From an optimization exercise on the open Yosys and OpenROAD flow, aimed at small area, a short achievable clock period and few clock cycles per item; shortcuts taken in it are not production practice.
Function was checked by simulation only, so behaviour that the tests miss may differ from the original.
No activity file was given, so power comes from the tool's default toggle rates.

==> flow/design.v, too long to show whole: its modules and the start of the top module <==
// module cbp_cfg: 146 lines
// module cbp_mul: 513 lines
// module cbp_addr: 547 lines
// module cbp_add32: 262 lines
// module cbp_add3: 322 lines
// module color_bar_pattern_pixel_generator_unit: 228 lines
module color_bar_pattern_pixel_generator_unit
#(
    parameter int MAX_RESOLUTION = 2048
) (
    input  logic                  aclk,
    input  logic                  aresetn,
    input  logic                  cfg_valid,
    output logic                  cfg_ready,
    input  logic [CFG_IDX_W-1:0]  cfg_index,
    input  logic [CFG_DATA_W-1:0] cfg_data,
    input  logic                  s_axis_tvalid,
    output logic                  s_axis_tready,
    input  logic [S_TDATA_W-1:0]  s_axis_tdata,   
    output logic                  m_axis_tvalid,
    input  logic                  m_axis_tready,
    output logic [M_TDATA_W-1:0]  m_axis_tdata,   
    output logic [M_TUSER_W-1:0]  m_axis_tuser    
);
  // ...
==> flow/run.sh <==
#!/bin/bash
# synth_recipe.tcl (not shown) runs the flow's synth.tcl, then flattens the netlist and writes it again
# the make line also repeats each setting of config.mk as NAME=value (left out here)
make -C /OpenROAD-flow-scripts/flow DESIGN_CONFIG=/design/flow/config.mk WORK_HOME=/design/flow/orfs CLKGATE_MAP_FILE= SYNTH_SCRIPT=/design/flow/synth_recipe.tcl finish
==> flow/config.mk <==
export PLATFORM = sky130hd
export DESIGN_NAME = color_bar_pattern_pixel_generator_unit
export DESIGN_NICKNAME = color_bar_pattern_pixel_generator_unit
export VERILOG_FILES = /design/flow/design.v
export SDC_FILE = /design/flow/constraint.sdc
export NUM_CORES = 4
export LEC_CHECK = 0
export ABC_AREA = 1
export CAP_MARGIN = 20
export CORE_MARGIN = 2
export CORE_UTILIZATION = 40
export PLACE_DENSITY = 0.6
export SETUP_SLACK_MARGIN = 2.5
export SLEW_MARGIN = 20
==> flow/constraint.sdc <==
create_clock -name core_clock -period 8.0 [get_ports {aclk}]
set_input_delay 1.6000 -clock core_clock [delete_from_list [all_inputs] [get_ports {aclk}]]
set_output_delay 1.6000 -clock core_clock [all_outputs]
set_load 0.01 [all_outputs]
==> summary.txt, run 1 <==
Yosys
The number of flops mapped to enable cells by yosys is 246. A synthesized cell averages 7.375 um^2. The synthesized-area fraction occupied by and/or/nand/nor cells is between 20% and 30%. For this run, the number of Yosys warnings is 2.

After Yosys synthesis, XOR and XNOR cells account for about 4.2% of the synthesized area.

Setup path
The endpoint identified for the worst register-to-register timing path is o_color_reg[16]. Traced cell by cell, the critical path runs through nand2_8, o21ai_1, mux2i_1, o21ai_1, o21ai_1, nor2_1, fa_1, ha_1, nand2_1, o21ai_1, a21oi_1, nand2_2, inv_1, fa_1, a21oi_1, nand2_1, o221ai_1. The worst setup path is launched from a register.

STA
The time the worst path needs with I/O delays and setup is between 5000 and 6000 ps. In this run the tightest slew margin relative to its limit is 23.53%. Setup violations remaining at the end of the flow were counted as 0. The setup TNS after final layout is 0 ps.

Dividing the final minimum period by the clock period gives 67.21%. Setup repair after global routing could not meet its margin everywhere.

Clocking
The buffer cell driving the clock tree root is clkbuf_16.

Cells and area
The final layout contains a sequential cell count of 475. In the final layout, the multi-input gates occupy 31750 um^2.

Power
Net switching is between 30% and 40% of the power. The relative contribution of sequential cells to total power is 32.9%. The peak supply drop is about 0.00017 V.

Status
The run finished with no timing, DRC or antenna violations.

Global route
The global routing usage on met1 is approximately 38%. The initial antenna violation count is 0. The overflow left after global routing is 0.

Floorplan
The tap cell instance count is 1612.
Testbench counts, summed over its fixed seeds: cycles 32,672, items 32,000.
==> run 2, diff against run 1 <==
--- a/flow/config.mk
+++ b/flow/config.mk
@@ -14 +14,2 @@
 export SLEW_MARGIN = 20
+export TNS_END_PERCENT = 20
==> run 2 against run 1 <==
Effect of this change:
- still clean on timing, DRC and antenna
- clock skew down 1.5 ps
- synthesized cell count is the same
- maximum frequency up 0.94%
- setup slack improved by 50 ps
- total power shrank 0.19%
- largest power group unchanged
==> summary.txt, run 2 <==
Status
The run finished with no timing, DRC or antenna violations.

Routing
For this block, the initial DRC count from the detailed router was between 4000 and 5000. Dividing the detail-routed wire length by the instance count gives 20.66 um. The routed via count is 45617.

The final layout contains routed wiring with a total length of 169900 um. The remaining design rule violation count is 0. The pre-antenna-repair detailed-routing pass consisted of 8 iterations. Once detail routing completed, the nets flagged for antenna violations numbered 0. The average via count per standard cell is 5.546.

Cells and area
After filler insertion, the fill cell instance count of the layout stands at about 12000. The area taken by multi-input logic gates is 31730 um^2 (about the same). Leaving out fill and tap cells, the most frequent cells in the layout are 1419 x nand2_1, 928 x inv_1, 573 x a21oi_1, 511 x ha_1, 476 x nor2_1. The leading cell type in the layout, fill and taps excluded is nand2_1. The area growth from synthesis to layout is 10.12%.

The net total in the final layout is approximately 7400. The footprint of the flip-flops and latches is approximately 12000 um^2. The number of inserted diodes is 0. The fraction of layout instances using a drive strength above 1 is under 10%. Cells fill roughly 44% of the core in the end.

Clocking
The number of clock buffers added by TritonCTS is 56. In this run, post-CTS hold repair placed 0 buffers. The clock-pin slew on the worst setup and hold paths is 70 ps. In this run the number of H-tree levels came out at 2. TritonCTS built the clock tree. The tree built by TritonCTS fans out to approximately 480 sinks. At the later pin of the worst-skew pair, clock insertion delay measures 670 ps. The tree is rooted in a clkbuf_16.

The clock passes through at most 3 buffers.

Yosys
Summed over all instances, the cell type with the most area after synthesis is edfxtp_1. The post-synthesis sequential area ratio is 24.94%. The number of distinct library cell variants in the gate-level netlist after synthesis is 75.

The flip-flop and latch count after synthesis is about 480. By instance count, the leading cell after synthesis is nand2_1. The synthesized area per cell is 7.375 um^2 (unchanged). The number of warnings printed during yosys synthesis is 2 (unchanged). The most frequently used flop master after synthesis is edfxtp_1. By area the synthesized netlist is led by edfxtp_1 15%, ha_1 13%, nand2_1 11%. The area fraction of the dominant cell type after synthesis is 15.39%. The number of flops mapped to enable cells by yosys is 246 (unchanged).

By count the netlist is led by 1422 x nand2_1, 934 x inv_1, 575 x a21oi_1. The share of synthesized registers carrying an async set or reset is 0%. The synthesized instance count is approximately 6500. The total nets after synthesis is roughly 7300.

The synthesized netlist occupies a cell area of between 40000 and 50000 um^2.

Global route
The first global-routing pass estimated around 260000 um of wire. The number of global-route vias before repair is about 43000. The overall global routing resource usage is 27.22%. The overflow left after global routing is 0 (unchanged). The initial antenna violation count was 0 (unchanged).

Entering global routing, the biggest net connects 75 pins.

Floorplan
The initial standard-cell utilization of the core is 40.18%. The number of placement rows is around 130. The number of placed I/O pins is 125. The total area inside the core boundary comes to 119500 um^2. The total die area is 122800 um^2. The die is 350.4 um tall. The die width is 350.4 um.

Setup path
The delay of the slowest cell on the worst path is approximately 580 ps. The setup path with the least slack is of type register to register. The maximum fanout along the worst path is 66. The cell repeated most along the worst path is o21ai_1. For the worst setup path, the data required time is 8370 ps. The top cell family by delay on the critical path is compound AO/OA/AOI/OAI gates. The arrival time at the worst endpoint is 5700 ps. The master of the slowest instance on the critical path is o21ai_1. Walking the worst path, the cells encountered are nand2_8, o21ai_1, mux2i_1, o21ai_1, o21ai_1, nor2_1, fa_1, ha_1, nand2_1, o21ai_1, a21oi_1, nand2_2, inv_1, fa_1, a21oi_1, nand2_1, o221ai_1. STA classifies the critical path endpoint as a register. Counting both buffers and inverters, the worst setup path holds a total of 1. The kind of start point of the critical path is a register.

STA
The number of endpoints failing setup at the final stage is 0 (unchanged). Setup repair after global routing could not meet its margin everywhere. The count of endpoints failing hold in the final timing report is 0.

The slew at the pin with the worst max-slew slack is 1085 ps. The time the worst path needs with I/O delays and setup is 5326 ps (-50.30 ps). The part of the cycle the worst path needs is 66.58% (-0.63 points).

The total count of max-transition violations in the final report is 0. The headroom to the max-slew limit came to 27.40% (+3.9 points). The worst-case hold slack is 412.5 ps.

The setup clock skew after layout is 25.95 ps. The fmax is between 150 and 200 MHz. The setup TNS after final layout is 0 ps (unchanged).

Power
The sum of internal, switching and leakage power is 9.549 mW. The cell area power density is 180.6 nW/um^2. The peak supply drop is 0.0001730 V (about the same). The analysis attributes to cell leakage a power of 25.42 nW.

Placed design
The global placer's final weighted congestion is 1.004. The count of input and output buffers is 121. Detailed placement ended at an HPWL of 136600 um.

Job
The number of max-cap violations is 0.

Min path
The tightest min-delay check is of the register to register type.
run 2: cells by family after synthesis:
family | share of synthesized area, %
other | 0.007811
AO/OA/AOI/OAI | 17.95
XOR/XNOR | 4.191
flip-flops | 24.94
AND/OR/NAND/NOR | 20.65
buffers and inverters | 9.166
adder cells (fa/ha/maj) | 22.78
multiplexers | 0.3179
run 2: metal layers:
layer  part of all wire, %  wire, um  track usage [%]
met1                    44     75270            37.55
met2                    44     75570            43.34
met3                   7.1     12020            3.589
met4                   4.2      7059            10.18
met5                     0         0                0
run 2: path summary, 6_finish.rpt:
check                       startpoint  depth (start not counted)         endpoint  slack [ps]
setup / recovery  u_cfg.layout_reg[20]                         17  o_color_reg[16]        2670
setup reg to reg  u_cfg.layout_reg[20]                         17  o_color_reg[16]        2670
hold reg to reg            s1_x_reg[5]                          0      s2_x_reg[5]         410
hold / removal             s1_x_reg[5]                          0      s2_x_reg[5]         410
run 2: stage by stage:
| stage | area [um^2] | cells | setup slack [ps] |
|---|---|---|---|
| finish | 52870 | 8225 | 2674 |
| global route | 52870 | 8225 | 2366 |
| detailed placement | 50830 | 8114 | 1679 |
| CTS | 52700 | 8220 | 2262 |
| floorplan | 48020 | 6510 | 2647 |
| global placement | 50830 | 8114 | 1721 |
run 2: layout make-up:
class	instances	share of cell area [%]
inverter	956	6.832
sequential	475	22.66
clock buffer	79	3.079
timing repair buffer	176	3.136
multi-input combinational	4899	60.02
clock inverter	27	0.4520
tap	1612	3.815
timing repair inverter	1	0.009467
run 2: power breakdown:
| group | switching, mW | internal (mW) | total [mW] |
|---|---|---|---|
| Sequential | 0.259 | 2.90 | 3.16 |
| Combinational | 2.39 | 1.40 | 3.79 |
| Clock | 1.13 | 1.47 | 2.60 |
run 2: repair_timing:
action | in CTS | in global routing
pin swaps | 0 | 1
cloned | 0 | 1
resized for setup | 4 | 38
setup buffers | 0 | 4
setup endpoints to repair | 11 | 40
==> run 3, diff against run 2 <==
--- a/flow/config.mk
+++ b/flow/config.mk
@@ -12,4 +12,3 @@
 export PLACE_DENSITY = 0.6
-export SETUP_SLACK_MARGIN = 2.5
+export SETUP_SLACK_MARGIN = 3.7
 export SLEW_MARGIN = 20
-export TNS_END_PERCENT = 20
==> run 3 against run 2 <==
Effect of this change:
- still clean on timing, DRC and antenna
- cell count rose by 3.8%
- clock-buffer cell count shrank 11
- hold slack better by 4.3 ps
- setup slack improved by 800 ps
- non-clock buffer count grew 299
- core utilization increased by 5.0 points
- combinational power up about 20%
- global-route usage rose by 1.8 points
- sequential share of layout area fell by 2.2 points
- area after synthesis stayed put
- critical path type unchanged
- largest power group unchanged
==> summary.txt, run 3 <==
Routing
The sum of routed wire length over all layers is 185500 um (+9.2%). The detail-routed net length per standard cell is 21.73 um (+5.2%). The average via count per standard cell is 5.574 (+0.51%). The remaining design rule violation count came to 0 (unchanged). The routed via count was 47577 (+4.3%). The remaining number of nets flagged by the antenna check after routing is 0 (unchanged). The number of optimization iterations in the first detailed-route pass came to 6 (-2).

The DRC violation total after the first TritonRoute iteration is 5004 (+4.3%).

Power
The relative contribution of sequential cells to total power is 29.8% (-3.3 points). The cell area power density was 179.5 nW/um^2 (-0.61%). The net switching power is 4.179 mW (+11%). The internal power was 6.389 mW (+11%). The peak supply drop is 0.0001796 V (+3.8%). The clock share of power is 27.2% (about the same). The leakage power summed over all cells is 27.47 nW (+8.1%).

The switching power share of the total is 39.55% (-0.060 points). The share of power burned in combinational logic came to 43.0% (+3.3 points).

Yosys
The synthesized instance count is 6510 (unchanged). The number of flops mapped to enable cells by yosys is 246 (unchanged). The share of synthesized registers carrying an async set or reset came to 0% (unchanged). Sorting the synthesized cells by how often they occur yields 1422 x nand2_1, 934 x inv_1, 575 x a21oi_1. The post-synthesis sequential area ratio was 24.94% (unchanged).

After synthesis, the cell types taking the most area are edfxtp_1 15%, ha_1 13%, nand2_1 11%. The total nets after synthesis came to 7313 (unchanged). The most frequently used flop master after synthesis is edfxtp_1. The number of warnings printed during yosys synthesis is 2 (unchanged). The area fraction of the dominant cell type after synthesis is 15.39% (unchanged). The combined area of all synthesized cells is 48010 um^2 (unchanged). The flip-flop and latch count after synthesis came to 475 (unchanged). By instance count, the leading cell after synthesis is nand2_1. The number of distinct library cell variants in the gate-level netlist after synthesis is 75 (unchanged). The post-synthesis cell type with the largest combined area is edfxtp_1. The synthesized area per cell came to 7.375 um^2 (unchanged).

Placed design
The detailed-placement wirelength estimate is 140900 um (+3.1%). The cell total after placement is 8112 (-0.025%). The total placed instance area is 51130 um^2 (+0.60%).

The count of input and output buffers came to 121 (unchanged). The global placer's final weighted congestion is 1.001 (-0.31%).

Floorplan
The number of placed I/O pins is 125 (unchanged). The core box area is 119500 um^2 (unchanged). The initial standard-cell utilization of the core is 40.18% (unchanged). The total die area is 122800 um^2 (unchanged). The die width is 350.4 um (unchanged).

The overall die height was 350.4 um (unchanged). The number of placement rows is 127 (unchanged).

Cells and area
The total non-filler cell area in the finished layout was 58870 um^2 (+11%). The top cell types in the final layout, fill and taps aside, are 1321 x nand2_1, 842 x inv_1, 503 x a21oi_1, 453 x ha_1, 425 x nor2_1. The net total in the final layout is 7674 (+4.2%).

The area growth from synthesis to layout is 22.62%. The fraction of layout instances using a drive strength above 1 was 16.94% (+13 points). The leading cell type in the layout, fill and taps excluded is nand2_1. The final standard cell count with taps included and fillers excluded is 8535 (+3.8%). The post-layout utilization of the core was 49.27% (+5.0 points).

STA
The part of the cycle the worst path needs came to 56.64% (-9.9 points). The slew at the pin with the worst max-slew slack was 935.3 ps (-149.6 ps). The fmax is 220.7 MHz (+18%). The headroom to the max-slew limit was 37.41% (+10 points).

The count of endpoints failing hold in the final timing report is 0 (unchanged). The setup TNS after final layout came to 0 ps (unchanged). The setup clock skew after layout is 41.77 ps (+15.82 ps). The worst-case hold slack is 416.8 ps (+4.348 ps). The total count of max-transition violations in the final report was 0 (unchanged). The number of endpoints failing setup at the final stage is 0 (unchanged).

Setup repair after global routing could not meet its margin everywhere. The time the worst path needs with I/O delays and setup is 4531 ps (-795.1 ps).

Setup path
The maximum fanout along the worst path is 4 (-94%). The category of the critical setup timing path is register to register. In this run the critical register-to-register path is launched from s2_y_reg[5]. The type of destination of the critical path is a register.

The required time of the worst setup path was 8430 ps (+60 ps). In this run the worst setup path begins at s2_y_reg[5]. The kind of start point of the critical path is a register. The arrival time at the worst endpoint was 4960 ps (-740 ps).

Clocking
The buffer cell driving the clock tree root is clkbuf_16. The clock tree from TritonCTS is done. The post-cts hold buffer count came to 0 (unchanged).

The H-tree depth is 2 (unchanged). The number of buffers created by CTS is 57 (+1.8%). The clock-pin slew on the worst setup and hold paths came to 60 ps (about the same).

The buffer levels on the longest clock path is 3 (unchanged). The clock insertion delay at the later pin of the skew report was 690 ps (+20 ps). The number of sinks driven by the clock tree is 475 (unchanged).

Global route
The global-route wire length before repair is 271400 um (+5.6%). The number of global-route vias before repair is 44540 (+4.6%). The largest net degree at the start of global routing was 150 (+100%). The overflow left after global routing is 0 (unchanged).

The initial antenna violation count came to 12 (+12). The overall global routing resource usage is 29.06% (+1.8 points).

Min path
The class of the worst hold path is register to register. The startpoint identified for the worst hold timing path is s3_addr_reg[20].

Status
The flow ran to the end and the layout has no timing, DRC or antenna violations.

Job
The number of max-cap violations was 0 (unchanged).
-- run 3: cell count changes in the layout (fill, tap and decap cells not counted), moves of 42 or more --
cell,delta
nand3_1,-55
inv_1,-86
nor2_1,-51
a21oi_2,+61
o21ai_2,+42
inv_2,+60
ha_4,+57
a21oi_1,-70
nand3_2,+46
nand2_1,-98
ha_1,-58
buf_4,+240
o21ai_0,-67
nand2_2,+66
-- run 3: metal layers --
layer | GRT usage (%) | up-vias | share of wire (%)
met3 | 4.437 | 355 | 7.7
met2 | 46.45 | 1868 | 45
met1 | 39.46 | 22756 | 43
met4 | 11.12 | 8 | 4.2
li1 | - | 22590 | -
met5 | 0 | - | 0.025
-- run 3: path summary, 6_finish.rpt --
check	slack, ps	endpoint	depth (start not counted)
worst min-delay path	420	o_addr_reg[20]	0
worst max register to register	3470	s3_addr_reg[17]	18
worst min register to register	420	o_addr_reg[20]	0
worst max-delay path	3470	s3_addr_reg[17]	18
-- run 3: per-stage QoR --
| stage | setup WS [ps] | power, mW |
|---|---|---|
| 2_1_floorplan | 2769 | 5.860 |
| 3_3_place_gp | 1621 | 6.952 |
| 3_5_place_dp | 1677 | 6.999 |
| 4_1_cts | 3528 | 10.17 |
| 5_1_grt | 3304 | 11.24 |
| 6_report | 3469 | 10.57 |
-- run 3: repair_timing --
action,CTS,global route
setup buffers,163,138
gates cloned,6,5
setup endpoints to repair,96,81
pin swaps,79,222
gates resized for setup,396,480
-- run 3: kinds of logic (layout without fill, tap and decap cells) --
| group | after synthesis | after routing | synth area share (%) |
|---|---|---|---|
| flops | 475 | 475 | 24.94 |
| mux | 14 | 14 | 0.3179 |
| xor+xnor | 228 | 228 | 4.191 |
| simple gates | 2415 | 2419 | 20.65 |
| other cells | 1 | 4 | 0.007811 |
| buf+inv | 1136 | 1542 | 9.166 |
| compound gates | 1503 | 1503 | 17.95 |
| fa+ha+maj | 738 | 738 | 22.78 |
-- run 3: cell type report --
cell class | count | area, um^2
Inverter | 956 | 3745
Timing Repair inverter | 3 | 20.02
Tap cell | 1612 | 2017
Clock inverter | 40 | 480.5
Multi-Input combinational cell | 4903 | 34680
Timing Repair Buffer | 475 | 4312
Fill cell | 11843 | 60630
Clock buffer | 68 | 1584
Sequential cell | 475 | 12020
Antenna cell | 3 | 7.507
-- run 3: worst max-delay path, cell delays in order, from the launching register on --
cell      delay (ps)
edfxtp_1         520
nor2_4           280
buf_6            150
buf_4            110
buf_4            110
a21oi_1           80
fa_2             370
fa_2             430
fa_2             560
inv_1             50
fa_2             370
ha_4             170
a21o_1           180
nand3_2           70
nand2_2           60
a21oi_4          170
o21ai_4           80
fa_2             330
xor2_1           150
-- run 3: power groups by stage --
stage	Combinational [mW]	Sequential, mW	Clock [mW]
after floorplan	2.78	3.08	0
after global placement	3.75	3.20	0
after detailed placement	3.79	3.21	0
after CTS	4.10	3.14	2.93
after global routing	5.06	3.17	3.01
final	4.55	3.14	2.88
==> run 4, diff against run 3 <==
--- a/flow/config.mk
+++ b/flow/config.mk
@@ -12,3 +12,4 @@
 export PLACE_DENSITY = 0.6
-export SETUP_SLACK_MARGIN = 3.7
+export SETUP_SLACK_MARGIN = 3.4
 export SLEW_MARGIN = 20
+export TNS_END_PERCENT = 20
==> run 4 against run 3 <==
Effect of this change:
- still clean on timing, DRC and antenna
- non-clock buffer count is 150 lower
- clock skew fell by 19 ps
- global-route usage decreased by 2.0 points
- clock-buffer cell count rose by 5
- cell count fell by 1.9%
- first-iteration DRC count decreased by 7.1%
- clock power shrank 3%
- sequential power hardly changed
- die area unchanged
- via count fell by 2.6%
- sequential share of layout area increased by 1.2 points
- largest power group unchanged
- highest routed layer unchanged
==> summary.txt, run 4 <==
Status
The run finished with no timing, DRC or antenna violations.

Clocking
The clock-pin slew on the worst setup and hold paths was 60 ps (about the same). The clock insertion delay at the later pin of the skew report is 660 ps (-30 ps). TritonCTS built the clock tree. The number of sinks driven by the clock tree came to 475 (unchanged).

The number of buffers created by CTS came to 55 (-3.5%). The H-tree depth is 2 (unchanged). The buffer levels on the longest clock path was 3 (unchanged). The buffer cell driving the clock tree root is clkbuf_16. The post-cts hold buffer count is 0 (unchanged).

Yosys
The synthesized instance count came to 6510 (unchanged). The number of flops mapped to enable cells by yosys is 246 (unchanged). The share of synthesized registers carrying an async set or reset came to 0% (unchanged).

The combined area of all synthesized cells was 48010 um^2 (unchanged). The post-synthesis sequential area ratio is 24.94% (unchanged). The most frequent cell after synthesis is nand2_1.

The number of distinct library cell variants in the gate-level netlist after synthesis is 75 (unchanged). In the synthesized netlist, the cells that appear most often are 1422 x nand2_1, 934 x inv_1, 575 x a21oi_1. The total nets after synthesis is 7313 (unchanged).

The flip-flop and latch count after synthesis is 475 (unchanged). Of all cell types, the one taking the most synthesized area is edfxtp_1. The area fraction of the dominant cell type after synthesis is 15.39% (unchanged). By area the synthesized netlist is led by edfxtp_1 15%, ha_1 13%, nand2_1 11%.

The number of warnings printed during yosys synthesis was 2 (unchanged). The most frequently used flop master after synthesis is edfxtp_1. The synthesized area per cell is 7.375 um^2 (unchanged).

Routing
The routed via count is 46331 (-2.6%). The remaining design rule violation count came to 0 (unchanged). The detail-routed net length per standard cell is 20.32 um (-6.5%). The sum of routed wire length over all layers is 170200 um (-8.2%). The DRC violation total after the first TritonRoute iteration is 4647 (-7.1%). The average via count per standard cell came to 5.531 (-0.77%). The number of optimization iterations in the first detailed-route pass was 6 (unchanged).

The remaining number of nets flagged by the antenna check after routing is 0 (unchanged).

Min path
The worst hold path stage count is 0 (unchanged). The class of the worst hold path is register to register.

STA
The count of endpoints failing hold in the final timing report is 0 (unchanged). The time the worst path needs with I/O delays and setup is 4639 ps (+107.8 ps). The number of endpoints failing setup at the final stage was 0 (unchanged). The slew at the pin with the worst max-slew slack is 1104 ps (+168.2 ps). The setup clock skew after layout is 23.02 ps (-18.75 ps). The part of the cycle the worst path needs was 57.98% (+1.3 points).

Setup repair after global routing could not meet its margin everywhere. The setup TNS after final layout is 0 ps (unchanged). The fmax is 215.6 MHz (-2.3%). The total count of max-transition violations in the final report was 0 (unchanged). The headroom to the max-slew limit came to 26.16% (-11 points).

Global route
The overall global routing resource usage was 27.01% (-2.0 points). The number of global-route vias before repair is 42951 (-3.6%). The overflow left after global routing came to 0 (unchanged). The initial antenna violation count is 8 (-4). The largest net degree at the start of global routing was 178 (+19%). The global-route wire length before repair is 255800 um (-5.7%).

Setup path
STA classifies the critical path endpoint as a register. The maximum fanout along the worst path is 4 (unchanged). The required time of the worst setup path was 8380 ps (-50 ps). The kind of start point of the critical path is a register.

The category of the critical setup timing path is register to register. The arrival time at the worst endpoint came to 5020 ps (+60 ps). The path depth of the worst reg2reg path came to 20 (+2).

Power
The cell area power density is 181.6 nW/um^2 (+1.2%). The leakage power summed over all cells was 26.38 nW (-4.0%). The peak supply drop is 0.0001267 V (-29%).

Cells and area
The final standard cell count with taps included and fillers excluded is 8376 (-1.9%). The footprint of the flip-flops and latches is 12010 um^2 (about the same). The leading cell type in the layout, fill and taps excluded is nand2_1. The area growth from synthesis to layout is 15.77%. The total of fill cells in the finished design is 12139 (+2.5%). The fraction of layout instances using a drive strength above 1 was 10.08% (-6.9 points).

In the layout the commonest cells are 1371 x nand2_1, 892 x inv_1, 537 x a21oi_1, 483 x ha_1, 461 x nor2_1. The net total in the final layout came to 7520 (-2.0%). The area taken by multi-input logic gates is 32970 um^2 (-4.9%). The number of inserted diodes came to 0 (-3).

Placed design
The cell total after placement is 8107 (-0.062%). The count of input and output buffers is 121 (unchanged). The detailed-placement wirelength estimate is 133300 um (-5.4%). The global placer's final weighted congestion is 1.022 (+2.1%).

Floorplan
The core box area is 119500 um^2 (unchanged). The initial standard-cell utilization of the core came to 40.18% (unchanged). The die width was 350.4 um (unchanged). The overall die height came to 350.4 um (unchanged). The number of placed I/O pins came to 125 (unchanged).

The total die area is 122800 um^2 (unchanged). The number of placement rows was 127 (unchanged).

Job
The number of max-cap violations is 0 (unchanged).
==> run 4: critical path: stages (launching register included) <==
cell and delay (ps):
edfxtp_1 390, inv_2 80, nor2_4 110, buf_6 140, clkinvlp_4 190, o22ai_4 190
a21oi_2 70, fa_2 380, fa_1 540, fa_1 430, fa_1 490, inv_1 60
ha_4 230, a21oi_2 140, nor2_1 50, nor2_1 140, nor2_1 60, nor2_2 120
o21ai_4 80, fa_2 330, xor2_1 160
==> run 4: final timing paths <==
check / slack, ps / endpoint / from
max: 3360 / s3_addr_reg[17] / s2_y_reg[0]
min: 410 / o_addr_reg[18] / s3_addr_reg[18]
max reg2reg: 3360 / s3_addr_reg[17] / s2_y_reg[0]
min reg2reg: 410 / o_addr_reg[18] / s3_addr_reg[18]
==> run 4: area by class of cell <==
cell class,count,area share [%]
inverter,956,6.636
timing repair inverter,2,0.02701
timing repair buffer,325,5.191
tap,1612,3.629
clock inverter,31,0.7451
multi-input combinational,4902,59.32
clock buffer,73,2.841
sequential,475,21.61
==> run 4: metal layers <==
layer / wire length [um] / GRT usage [%] / vias up
li1: - / - / 22266
met5: 57 / 0 / -
met4: 7241 / 10.34 / 8
met2: 75980 / 43.28 / 1809
met3: 12340 / 3.398 / 338
met1: 74570 / 37.06 / 21910
==> run 4: what timing repair did <==
item,in CTS,in global routing
cloned,3,3
endpoints found under the setup margin,81,70
setup buffers,43,116
pin swaps,13,80
resized for setup,172,265
==> run 4: per-stage QoR <==
step / total power, mW / hold WS, ps / setup WS (ps) / instance area [um^2] / utilization (%)
after floorplan: 5.816 / 400.3 / 2769 / 48020 / -
after global placement: 6.858 / 401.7 / 1746 / 50790 / 42.50
after detailed placement: 6.921 / 404.5 / 1753 / 50790 / 42.50
after CTS: 9.817 / 412.6 / 3256 / 53630 / 44.88
after global routing: 10.78 / 415.5 / 3167 / 55580 / 46.51
final: 10.09 / 414.1 / 3361 / 55580 / 46.51
==> run 4: kinds of logic after synthesis <==
family | Yosys count | share of synthesized area [%]
buffers and inverters | 1136 | 9.166
muxes | 14 | 0.3179
adders and majority gates | 738 | 22.78
and+or+nand+nor | 2415 | 20.65
DFF | 475 | 24.94
other | 1 | 0.007811
xor gates and xnor gates | 228 | 4.191
AOI/OAI and AO/OA | 1503 | 17.95
==> run 4: power by group <==
group	internal (mW)	switching, mW
sequential	2.90	0.233
clock	1.66	1.13
combinational	1.60	2.56
total	6.17	3.93
==> run 5, diff against run 4 <==
--- a/flow/config.mk
+++ b/flow/config.mk
@@ -12,4 +12,3 @@
 export PLACE_DENSITY = 0.6
-export SETUP_SLACK_MARGIN = 3.4
+export SETUP_SLACK_MARGIN = 2.9
 export SLEW_MARGIN = 20
-export TNS_END_PERCENT = 20
==> run 5 against run 4 <==
Effect of this change:
- total power down 3.6%
- wire length down 1.4%
- clock skew up 20 ps
- critical path depth down 2
- setup slack worse by 360 ps
- clock power down 3%
- cell count down 1.2%
- critical path type unchanged
- core utilization down 1.7 points
- register-to-register slack worse by 360 ps
- non-clock buffer count down 101
- die area unchanged
- hold slack worse by 1.8 ps
- highest routed layer unchanged
==> summary.txt, run 5 <==
Setup path
The path depth of the worst reg2reg path came to 18 (-10%). The required time of the worst setup path is 8370 ps (about the same). The category of the critical setup timing path is register to register. The maximum fanout along the worst path is 33 (+29). The arrival time at the worst endpoint is 5370 ps (+350 ps).

Following the worst setup path forward leads to its endpoint at o_color_reg[16]. The internal reg-to-reg setup slack came to 3010 ps (-360 ps). The worst setup path is captured at a register. The worst register-to-register path ends at o_color_reg[16]. The beginning of the worst register-to-register path is u_cfg.index_reg. The beginning of the critical path is u_cfg.index_reg. The worst setup path is launched from a register.

Cells and area
The net total in the final layout is 7419 (-1.3%). The final standard cell count with taps included and fillers excluded came to 8275 (-1.2%). The total non-filler cell area in the finished layout was 53590 um^2 (-3.6%). The fraction of layout instances using a drive strength above 1 is 5.943% (-4.1 points). The library cells used most frequently in the layout, excluding fill and tap cells, are 1394 x nand2_1, 916 x inv_1, 568 x a21oi_1, 510 x ha_1, 475 x nor2_1. The number of inserted diodes is 0 (unchanged).

The post-layout utilization of the core came to 44.85% (-1.7 points). The area growth from synthesis to layout is 11.63%. The leading cell type in the layout, fill and taps excluded is nand2_1.

Yosys
The number of flops mapped to enable cells by yosys is 246 (unchanged). The number of warnings printed during yosys synthesis came to 2 (unchanged). The synthesized instance count is 6510 (unchanged). By area the synthesized netlist is led by edfxtp_1 15%, ha_1 13%, nand2_1 11%. The share of synthesized registers carrying an async set or reset was 0% (unchanged). The flip-flop and latch count after synthesis is 475 (unchanged).

The synthesized area per cell was 7.375 um^2 (unchanged). The combined area of all synthesized cells is 48010 um^2 (unchanged). The post-synthesis cell type with the largest combined area is edfxtp_1. The post-synthesis sequential area ratio is 24.94% (unchanged). After synthesis, the most frequently instantiated cells are 1422 x nand2_1, 934 x inv_1, 575 x a21oi_1. The number of distinct library cell variants in the gate-level netlist after synthesis came to 75 (unchanged). The most frequent cell after synthesis is nand2_1. The total nets after synthesis is 7313 (unchanged). The area fraction of the dominant cell type after synthesis is 15.39% (unchanged). The most frequently used flop master after synthesis is edfxtp_1.

Power
The share of power burned in combinational logic came to 40.0% (-1.3 points). The net switching power is 3.821 mW (-2.7%). The switching power share of the total is 39.28% (+0.38 points). The sum of internal, switching and leakage power is 9.728 mW (-3.6%). The cell area power density came to 181.5 nW/um^2 (about the same).

The leakage power summed over all cells came to 25.67 nW (-2.7%). The relative contribution of sequential cells to total power came to 32.1% (+1.1 points). The clock share of power is 27.9% (+0.2 points). The peak supply drop is 0.0001463 V (+16%). The internal power is 5.907 mW (-4.2%).

Placed design
The global placer's final weighted congestion is 1.036 (+1.4%). The detailed-placement wirelength estimate is 133900 um (+0.51%). The count of input and output buffers is 121 (unchanged). The cell total after placement is 8115 (+0.099%). The total placed instance area is 50840 um^2 (about the same). The pre-CTS worst setup slack is 1742 ps (-11.53 ps).

Global route
The largest net degree at the start of global routing came to 69 (-61%). The number of global-route vias before repair is 42652 (-0.70%). The overflow left after global routing came to 0 (unchanged). The overall global routing resource usage was 26.66% (-0.35 points). The global-route wire length before repair is 252600 um (-1.2%). The initial antenna violation count is 6 (-2).

Job
The number of max-cap violations came to 0 (unchanged).

Clocking
The number of sinks driven by the clock tree is 475 (unchanged). The buffer cell driving the clock tree root is clkbuf_16. The buffer levels on the longest clock path is 3 (unchanged). The clock tree from TritonCTS is done.

The clock insertion delay at the later pin of the skew report is 680 ps (+20 ps). The clock-pin slew on the worst setup and hold paths is 60 ps (about the same). The number of buffers created by CTS was 56 (+1.8%).

The post-cts hold buffer count is 0 (unchanged). The H-tree depth is 2 (unchanged).

Routing
The remaining number of nets flagged by the antenna check after routing is 0 (unchanged). The detail-routed net length per standard cell came to 20.28 um (-0.21%). The sum of routed wire length over all layers is 167800 um (-1.4%). The routed via count is 45754 (-1.2%). The number of optimization iterations in the first detailed-route pass came to 7 (+1).

The DRC violation total after the first TritonRoute iteration is 4886 (+5.1%). The average via count per standard cell is 5.529 (about the same). The remaining design rule violation count is 0 (unchanged).

Floorplan
The number of placed I/O pins is 125 (unchanged). The overall die height is 350.4 um (unchanged). The core box area is 119500 um^2 (unchanged). The number of placement rows is 127 (unchanged). The die width came to 350.4 um (unchanged).

The total die area is 122800 um^2 (unchanged). The initial standard-cell utilization of the core is 40.18% (unchanged).

STA
The setup TNS after final layout is 0 ps (unchanged). The time the worst path needs with I/O delays and setup is 4995 ps (+356.0 ps). The part of the cycle the worst path needs is 62.44% (+4.5 points). The fmax was 200.2 MHz (-7.1%). The worst-case hold slack is 412.3 ps (-1.790 ps). The slew at the pin with the worst max-slew slack came to 1048 ps (-55.89 ps). Setup repair after global routing left no endpoint under its margin. The setup clock skew after layout is 42.52 ps (+19.50 ps). The headroom to the max-slew limit is 29.90% (+3.7 points). The count of endpoints failing hold in the final timing report is 0 (unchanged). The worst setup margin is 3005 ps (-356.0 ps). The total count of max-transition violations in the final report is 0 (unchanged).

The number of endpoints failing setup at the final stage came to 0 (unchanged).

Status
The flow ran to the end and the layout has no timing, DRC or antenna violations.

Min path
The class of the worst hold path is register to register.
run 5: cell families (layout without fill, tap and decap cells):
group	after synthesis	count (layout)	synth area share (%)
adder cells (fa/ha/maj)	738	738	22.78
flip-flops	475	475	24.94
XOR/XNOR	228	228	4.191
multiplexers	14	14	0.3179
other	1	1	0.007811
buffers and inverters	1136	1288	9.166
AO/OA/AOI/OAI	1503	1503	17.95
AND/OR/NAND/NOR	2415	2416	20.65
run 5: worst max-delay path, stage by stage (launching register included):
cell	delay, ps
dfxtp_2	350
inv_6	180
nand2_8	190
o21ai_1	500
mux2i_1	230
o21ai_1	210
o21ai_1	130
nor2_1	200
fa_1	450
ha_1	330
nand2_1	100
nor2_1	320
nand3_1	190
nand2_4	210
inv_1	90
fa_1	570
a21oi_1	60
nand2_2	180
o221ai_1	190
run 5: power by group through the flow:
stage          combinational [mW]  sequential [mW]  clock (mW)
3_3_place_gp                 3.70             3.17           0
3_5_place_dp                 3.76             3.17           0
6_report                     3.89             3.12        2.72
5_1_grt                      4.40             3.16        2.86
2_1_floorplan                2.74             3.08           0
4_1_cts                      3.79             3.12        2.77
run 5: routing by layer:
metal  GRT usage [%]  vias to the layer above  wire length [um]
li1                -                    22055                 -
met5               0                        -                60
met2           42.80                     1859             74840
met3           4.013                      309             13630
met1           36.48                    21527             73040
met4           9.206                        4              6212
run 5: cell type report:
type	instances	area (um^2)
timing repair inverter	3	20.02
inverter	956	3645
fill	12206	65900
timing repair buffer	224	1994
tap	1612	2017
clock buffer	64	1441
clock inverter	41	473.0
multi-input combinational	4900	32010
sequential	475	11990
run 5: how the worst min path moves through the flow:
stage / start / endpoint / cells after the start
floorplan: s3_addr_reg[0] / o_addr_reg[0] / 0
global placement: s1_y_reg[6] / s2_y_reg[6] / 0
detailed placement: s3_addr_reg[3] / o_addr_reg[3] / 0
CTS: s1_y_reg[4] / s2_y_reg[4] / 0
global route: s1_y_reg[5] / s2_y_reg[5] / 0
finish: s1_y_reg[4] / s2_y_reg[4] / 0
run 5: repair_timing:
| action | 4_1_cts | 5_1_grt |
|---|---|---|
| gates resized for setup | 35 | 122 |
| setup buffers | 8 | 43 |
| endpoints found under the setup margin | 44 | 42 |
| gates cloned | 1 | 3 |
| pin swaps | 0 | 13 |
==> run 6, diff against run 5 <==
--- a/flow/config.mk
+++ b/flow/config.mk
@@ -12,3 +12,3 @@
 export PLACE_DENSITY = 0.6
-export SETUP_SLACK_MARGIN = 2.9
+export SETUP_SLACK_MARGIN = 3.3
 export SLEW_MARGIN = 20
==> run 6 against run 5 <==
Effect of this change:
- synthesized cell count did not move
- maximum frequency up 7.3%
- final area rose by 3.1%
- via count increased by 1.3%
- cell count grew 0.85%
- sequential power hardly changed
- sequential cell count stayed put
- global-route usage is 1.2 points higher
- critical path type is now input port to output pin
==> summary.txt, run 6 <==
Clocking
The number of buffers created by CTS is 57 (+1.8%). The clock tree from TritonCTS is done. In this run the clock root is driven by a clkbuf_16. The post-cts hold buffer count came to 0 (unchanged). The buffer levels on the longest clock path is 3 (unchanged). The H-tree depth came to 2 (unchanged). The number of sinks driven by the clock tree is 475 (unchanged). The clock-pin slew on the worst setup and hold paths is 60 ps (about the same). The clock insertion delay at the later pin of the skew report came to 670 ps (about the same).

Cells and area
The number of inserted diodes is 0 (unchanged). In the layout the commonest cells are 1382 x nand2_1, 891 x inv_1, 542 x a21oi_1, 496 x ha_1, 460 x nor2_1. The leading cell type in the layout, fill and taps excluded is nand2_1. The footprint of the flip-flops and latches is 12020 um^2 (+0.23%). The total non-filler cell area in the finished layout is 55240 um^2 (+3.1%). The fraction of layout instances using a drive strength above 1 was 9.565% (+3.6 points).

The total of fill cells in the finished design was 12157 (-0.40%). The net total in the final layout is 7487 (+0.92%). The area taken by multi-input logic gates is 32870 um^2 (+2.7%). The area growth from synthesis to layout is 15.07%.

Placed design
The detailed-placement wirelength estimate is 138500 um (+3.4%). The pre-CTS worst setup slack is 1792 ps (+50.76 ps). The total placed instance area is 50820 um^2 (about the same).

The global placer's final weighted congestion is 1.041 (+0.41%). The count of input and output buffers was 121 (unchanged).

STA
The total count of max-transition violations in the final report came to 0 (unchanged). The part of the cycle the worst path needs is 58.18% (-4.3 points). The worst setup margin is 3346 ps (+340.5 ps). The setup TNS after final layout is 0 ps (unchanged). The slew at the pin with the worst max-slew slack came to 1105 ps (+57.75 ps). The number of endpoints failing setup at the final stage was 0 (unchanged).

The headroom to the max-slew limit was 26.03% (-3.9 points). The fmax was 214.9 MHz (+7.3%). The setup clock skew after layout was 29.82 ps (-12.70 ps). The time the worst path needs with I/O delays and setup is 4654 ps (-340.5 ps). The count of endpoints failing hold in the final timing report was 0 (unchanged). Setup repair after global routing could not meet its margin everywhere.

Yosys
The total nets after synthesis came to 7313 (unchanged). The area fraction of the dominant cell type after synthesis is 15.39% (unchanged). The most frequent cell after synthesis is nand2_1.

By count the netlist is led by 1422 x nand2_1, 934 x inv_1, 575 x a21oi_1. By area the synthesized netlist is led by edfxtp_1 15%, ha_1 13%, nand2_1 11%. The number of flops mapped to enable cells by yosys came to 246 (unchanged).

The synthesized instance count was 6510 (unchanged). The synthesized area per cell is 7.375 um^2 (unchanged). The post-synthesis cell type with the largest combined area is edfxtp_1.

The post-synthesis sequential area ratio is 24.94% (unchanged). The share of synthesized registers carrying an async set or reset was 0% (unchanged). The most frequently used flop master after synthesis is edfxtp_1. The combined area of all synthesized cells is 48010 um^2 (unchanged). The flip-flop and latch count after synthesis came to 475 (unchanged). The number of distinct library cell variants in the gate-level netlist after synthesis was 75 (unchanged). The number of warnings printed during yosys synthesis was 2 (unchanged).

Power
The leakage power summed over all cells is 26.16 nW (+1.9%). The sum of internal, switching and leakage power was 10.01 mW (+2.9%). The peak supply drop is 0.0001555 V (+6.3%). The cell area power density came to 181.3 nW/um^2 (-0.14%).

Floorplan
The number of placed I/O pins was 125 (unchanged). The core box area is 119500 um^2 (unchanged). The total die area came to 122800 um^2 (unchanged). The initial standard-cell utilization of the core is 40.18% (unchanged). The die width was 350.4 um (unchanged). The number of placement rows came to 127 (unchanged). The overall die height was 350.4 um (unchanged).

Global route
The global-route met3 utilization is 4.093% (+0.080 points). The overall global routing resource usage is 27.89% (+1.2 points). The number of global-route vias before repair came to 42994 (+0.80%). The most heavily used metal layer in global routing is met2. The global-route wire length before repair is 261500 um (+3.5%). The overflow left after global routing is 0 (unchanged). The largest net degree at the start of global routing is 150 (+120%). The fraction of met2 tracks used by global routing is 44.16% (+1.4 points). The initial antenna violation count is 5 (-1). The global routing usage on met1 was 38.53% (+2.0 points).

Setup path
The maximum fanout along the worst path is 6 (-82%). The type of destination of the critical path is an output pin. The arrival time at the worst endpoint is 3050 ps (-2320 ps). The required time of the worst setup path is 6400 ps (-1970 ps). The kind of start point of the critical path is an input port. The critical path is of the input port to output pin type. The cell repeated most along the worst path is clkdlybuf4s50_1. The master of the slowest instance on the critical path is clkdlybuf4s50_1. The delay of the slowest cell on the worst path is 600 ps (+30 ps). The critical path goes through clkdlybuf4s50_1, nor2_4, nor3_1, clkdlybuf4s50_1.

Routing
The DRC violation total after the first TritonRoute iteration is 4731 (-3.2%). The detail-routed net length per standard cell was 21.19 um (+4.5%). The remaining design rule violation count was 0 (unchanged). The number of optimization iterations in the first detailed-route pass was 6 (-1). The routed via count is 46331 (+1.3%). The average via count per standard cell came to 5.552 (+0.41%). The remaining number of nets flagged by the antenna check after routing is 0 (unchanged). The sum of routed wire length over all layers came to 176900 um (+5.4%).

Job
The number of max-cap violations is 0 (unchanged).

Status
The run finished with no timing, DRC or antenna violations.

Min path
In this run the worst hold path is classified as register to register.
run 6: kinds of logic after synthesis:
kind of cell | share of synthesized area, %
XOR/XNOR | 4.191
buffers and inverters | 9.166
adder cells (fa/ha/maj) | 22.78
AND/OR/NAND/NOR | 20.65
other | 0.007811
flip-flops | 24.94
multiplexers | 0.3179
AO/OA/AOI/OAI | 17.95
run 6: power breakdown:
| part | internal, mW | switching (mW) | leakage (nW) |
|---|---|---|---|
| clock | 1.65 | 1.16 | 0.980 |
| sequential | 2.90 | 0.248 | 4.68 |
| combinational | 1.52 | 2.54 | 20.5 |
run 6: per-layer routing:
layer	wire, um	part of all wire (%)	up-vias
met5	13	0.0074	-
met4	7444	4.2	2
met3	13000	7.3	328
met2	78250	44	1817
met1	78140	44	21972
li1	-	-	22212
run 6: final timing paths:
check,startpoint,to,slack (ps),cells past startpoint
max,m_axis_tready,s_axis_tready,3350,4
min reg2reg,s3_addr_reg[18],o_addr_reg[18],420,0
max reg2reg,u_cfg.index_reg,o_color_reg[16],3350,21
min,s3_addr_reg[18],o_addr_reg[18],420,0
run 6: what timing repair did:
| item | CTS | global route |
|---|---|---|
| buffers inserted | 43 | 74 |
| hold endpoints to repair | 0 | 0 |
| cloned | 5 | 6 |
| endpoints found under the setup margin | 71 | 57 |
| gates resized for setup | 156 | 267 |
| pin swaps | 10 | 51 |
run 6: worst max-delay path: cells and delay by family:
family        cells  cell delay, ps
buf+inv           2            1100
simple gates      2             350
run 6: area by class of cell:
class                           instances  area share (%)
Timing Repair Buffer                  284           4.695
Inverter                              956           6.679
Clock buffer                           64           2.686
Multi-Input combinational cell       4905           59.49
Clock inverter                         44          0.9716
Sequential cell                       475           21.76
Tap cell                             1612           3.651
Timing Repair inverter                  5         0.06795
run 6: stage by stage:
stage | hold WS, ps | instances | util, %
finish | 416.1 | 8345 | 46.23
detailed placement | 404.5 | 8109 | 42.53
floorplan | 400.3 | 6510 | -
global route | 419.3 | 8345 | 46.23
global placement | 402.3 | 8109 | 42.53
CTS | 415.7 | 8265 | 44.87
==> run 7, diff against run 6 <==
--- a/flow/config.mk
+++ b/flow/config.mk
@@ -10,4 +10,4 @@
 export CORE_MARGIN = 2
-export CORE_UTILIZATION = 40
-export PLACE_DENSITY = 0.6
+export CORE_UTILIZATION = 50
+export PLACE_DENSITY = 0.65
 export SETUP_SLACK_MARGIN = 3.3
==> run 7 against run 6 <==
Effect of this change:
- setup slack better by 56 ps
- sequential cell count unchanged
- sequential share of layout area rose by 0.13 points
- area after synthesis did not move
- critical endpoint is now s3_addr_reg[17]
- die area shrank 20%
- critical path depth increased by 15
- maximum frequency grew 1.2%
- non-clock buffer count is 18 higher
- cell count decreased by 4.0%
- wire length decreased by 0.49%
==> summary.txt, run 7 <==
STA
The count of endpoints failing hold in the final timing report is 0 (unchanged). The total count of max-transition violations in the final report is 0 (unchanged). The time the worst path needs with I/O delays and setup is 4599 ps (-55.82 ps). The slew at the pin with the worst max-slew slack is 1098 ps (-7.138 ps).

The setup TNS after final layout is 0 ps (unchanged). The number of endpoints failing setup at the final stage is 0 (unchanged). The worst setup margin is 3402 ps (+55.82 ps). The part of the cycle the worst path needs came to 57.48% (-0.70 points). The setup clock skew after layout is 49.71 ps (+19.90 ps).

The headroom to the max-slew limit is 26.78% (+0.75 points). The fmax is 217.5 MHz (+1.2%). Setup repair after global routing could not meet its margin everywhere.

Global route
The most heavily used metal layer in global routing is met2. The global routing usage on met1 is 48.01% (+9.5 points). The largest net degree at the start of global routing is 75 (-50%).

The fraction of met2 tracks used by global routing is 54.70% (+11 points). The overflow left after global routing is 0 (unchanged). The global-route wire length before repair came to 262900 um (+0.54%). The initial antenna violation count came to 4 (-1). The global-route met3 utilization came to 5.225% (+1.1 points). The number of global-route vias before repair was 44047 (+2.4%). The overall global routing resource usage was 34.78% (+6.9 points).

Routing
The remaining number of nets flagged by the antenna check after routing is 0 (unchanged). The routed via count is 46793 (+1.0%). The number of optimization iterations in the first detailed-route pass was 8 (+2). The remaining design rule violation count is 0 (unchanged).

The DRC violation total after the first TritonRoute iteration is 5326 (+13%). The sum of routed wire length over all layers came to 176000 um (-0.49%). The detail-routed net length per standard cell is 21.97 um (+3.6%).

The average via count per standard cell came to 5.840 (+5.2%).

Yosys
The flip-flop and latch count after synthesis is 475 (unchanged). After synthesis, the most frequently instantiated cells are 1422 x nand2_1, 934 x inv_1, 575 x a21oi_1. The post-synthesis sequential area ratio was 24.94% (unchanged). Yosys instantiated no cell more often than nand2_1. The synthesized area per cell is 7.375 um^2 (unchanged). The number of distinct library cell variants in the gate-level netlist after synthesis is 75 (unchanged). The number of warnings printed during yosys synthesis is 2 (unchanged). The most frequently used flop master after synthesis is edfxtp_1.

The number of flops mapped to enable cells by yosys is 246 (unchanged). The biggest area contributor in the post-synthesis netlist is edfxtp_1. The synthesized instance count was 6510 (unchanged). The share of synthesized registers carrying an async set or reset is 0% (unchanged). The area fraction of the dominant cell type after synthesis is 15.39% (unchanged).

The total nets after synthesis is 7313 (unchanged). The combined area of all synthesized cells is 48010 um^2 (unchanged). By area the synthesized netlist is led by edfxtp_1 15%, ha_1 13%, nand2_1 11%.

Placed design
The detailed-placement wirelength estimate is 136600 um (-1.4%). The pre-CTS worst setup slack is 1932 ps (+139.7 ps). The global placer's final weighted congestion is 1.022 (-1.8%). The count of input and output buffers is 121 (unchanged).

Clocking
The clock insertion delay at the later pin of the skew report is 700 ps (+30 ps). The buffer levels on the longest clock path is 3 (unchanged). The post-cts hold buffer count came to 0 (unchanged). In this run the clock root is driven by a clkbuf_16.

The number of sinks driven by the clock tree is 475 (unchanged). The clock-pin slew on the worst setup and hold paths is 60 ps (about the same). The number of buffers created by CTS is 55 (-3.5%). The H-tree depth was 2 (unchanged). The clock tree from TritonCTS is done.

Setup path
The worst setup path is captured at a register. The category of the critical setup timing path is register to register. The largest individual stage delay along the critical path comes from the cell fa_1. The delay of the slowest cell on the worst path is 580 ps (-20 ps).

The critical path buffer and inverter count came to 4 (+2). The signal on the critical path passes through nor2_4, inv_4, o22ai_2, a21oi_2, fa_1, inv_1, ha_1, inv_2, fa_1, fa_1, inv_1, ha_1, a21o_1, nand3_2, nand2_2, a21oi_4, o21ai_4, fa_2, xor2_1. The required time of the worst setup path is 8420 ps (+2020 ps). By instance count, the cell type seen most on the critical path is fa_1.

The maximum fanout along the worst path is 6 (unchanged). The arrival time at the worst endpoint was 5010 ps (+1960 ps). The internal reg-to-reg setup slack is 3400 ps (+60 ps). The cell family contributing the most delay on the critical path is adder cells. The kind of start point of the critical path is a register.

Cells and area
In the layout the commonest cells are 1379 x nand2_1, 885 x inv_1, 538 x a21oi_1, 492 x ha_1, 456 x nor2_1. The net total in the final layout is 7502 (+0.20%). The total of fill cells in the finished design is 9052 (-26%).

The fraction of layout instances using a drive strength above 1 is 9.858% (+0.29 points). From synthesis to final layout, the design area changed by 14.36%. Leaving out fill and tap cells, the most frequent cell in the layout is nand2_1.

Power
The leakage power summed over all cells is 26.20 nW (+0.12%). The sum of internal, switching and leakage power was 9.951 mW (-0.63%). The cell area power density is 181.2 nW/um^2 (about the same). The peak supply drop came to 0.0002268 V (+46%).

Job
The number of max-cap violations came to 0 (unchanged).

Floorplan
The number of placed I/O pins is 125 (unchanged). The die width is 313.9 um (-10%). The total die area came to 98510 um^2 (-20%). The number of placement rows was 113 (-11%). The overall die height is 313.9 um (-10%).

The initial standard-cell utilization of the core is 50.53% (+10 points). The core box area came to 95010 um^2 (-20%).

Min path
The class of the worst hold path is register to register.

Status
The run finished with no timing, DRC or antenna violations.
==> run 7: cell counts after synthesis <==
No cell type changed its count.
==> run 7: cell type report <==
cell class / count / area (um^2) / area share (%)
Multi-Input combinational cell: 4905 / 32900 / 59.91
Sequential cell: 475 / 12020 / 21.89
Inverter: 956 / 3699 / 6.736
Timing Repair Buffer: 302 / 2738 / 4.986
Tap cell: 1265 / 1583 / 2.883
Clock buffer: 71 / 1528 / 2.782
Clock inverter: 33 / 415.4 / 0.7566
Timing Repair inverter: 4 / 27.53 / 0.05013
Antenna cell: 1 / 2.502 / 0.004558
==> run 7: logic make-up (layout without fill, tap and decap cells) <==
logic type	after synthesis	after routing	share of synthesized area, %
mux	14	14	0.3179
xor+xnor	228	228	4.191
buf+inv	1136	1366	9.166
fa+ha+maj	738	738	22.78
flops	475	475	24.94
compound gates	1503	1503	17.95
other cells	1	2	0.007811
simple gates	2415	2421	20.65
==> run 7: per-stage QoR <==
step,instances,util (%),instance area (um^2),hold WS (ps)
CTS,7914,56.00,53200,417.9
global route,8011,57.79,54900,420.8
finish,8012,57.79,54910,417.8
global placement,7759,53.00,50360,402.2
detailed placement,7759,53.00,50360,404.5
floorplan,6510,-,48040,400.3
==> run 7: what timing repair did <==
item,CTS,global route
setup endpoints to repair,79,55
pin swaps,20,67
cloned,3,8
resized for setup,168,253
setup buffers,48,89
==> run 7: final timing paths <==
| check | cells after the start | endpoint | startpoint |
|---|---|---|---|
| max reg2reg | 19 | s3_addr_reg[17] | s2_y_reg[2] |
| min | 0 | s2_y_reg[4] | s1_y_reg[4] |
| min reg2reg | 0 | s2_y_reg[4] | s1_y_reg[4] |
| max | 19 | s3_addr_reg[17] | s2_y_reg[2] |
==> run 7: per-layer routing <==
layer,share of wire (%),wire length [um]
met2,44,76590
met3,8.8,15550
met5,0.015,26
met1,43,75430
met4,4.8,8383
==> run 7: power by group <==
group / leakage [nW] / switching, mW / internal, mW
logic: 20.6 / 2.54 / 1.54
registers: 4.68 / 0.245 / 2.90
clock network: 0.949 / 1.14 / 1.59
total: 26.2 / 3.92 / 6.03

==> what the ideal ports hide <==
In the flow no input, the clock included, has a driving cell. The finished layouts below were timed again as built, in two steps.
Step 1: set_driving_cell puts a clkbuf_16 on aclk and a buf_2 on each other input, an assumption about the parent block.
Step 2 adds t to the input delays and takes it off the output delays; t is the mean of the earliest and latest rising clock arrival at the registers after step 1. Input paths then give back, and output paths get back, about the clock's delay inside the block.
Three values: ideal, step 1, step 2; two values: the first two.
| run | t, ns | setup slack, ns | slew at the worst register clock pin (ns) |
|---|---|---|---|
| run 1 | 0.734 | 2.624 / 2.624 / 2.124 | 0.07 / 0.07 |
| run 2 | 0.732 | 2.674 / 2.674 / 2.190 | 0.07 / 0.07 |
| run 3 | 0.744 | 3.469 / 3.469 / 2.850 | 0.07 / 0.07 |
| run 4 | 0.725 | 3.361 / 3.286 / 2.848 | 0.07 / 0.07 |
| run 5 | 0.728 | 3.005 / 2.986 / 2.499 | 0.07 / 0.07 |
| run 6 | 0.737 | 3.346 / 3.323 / 2.810 | 0.07 / 0.07 |
| run 7 | 0.752 | 3.402 / 3.379 / 2.757 | 0.08 / 0.08 |
After both steps every run listed still meets setup and hold. For run 7, which loses most, drivers alone change the setup slack by -0.023 ns; drivers and shift together by -0.645 ns.
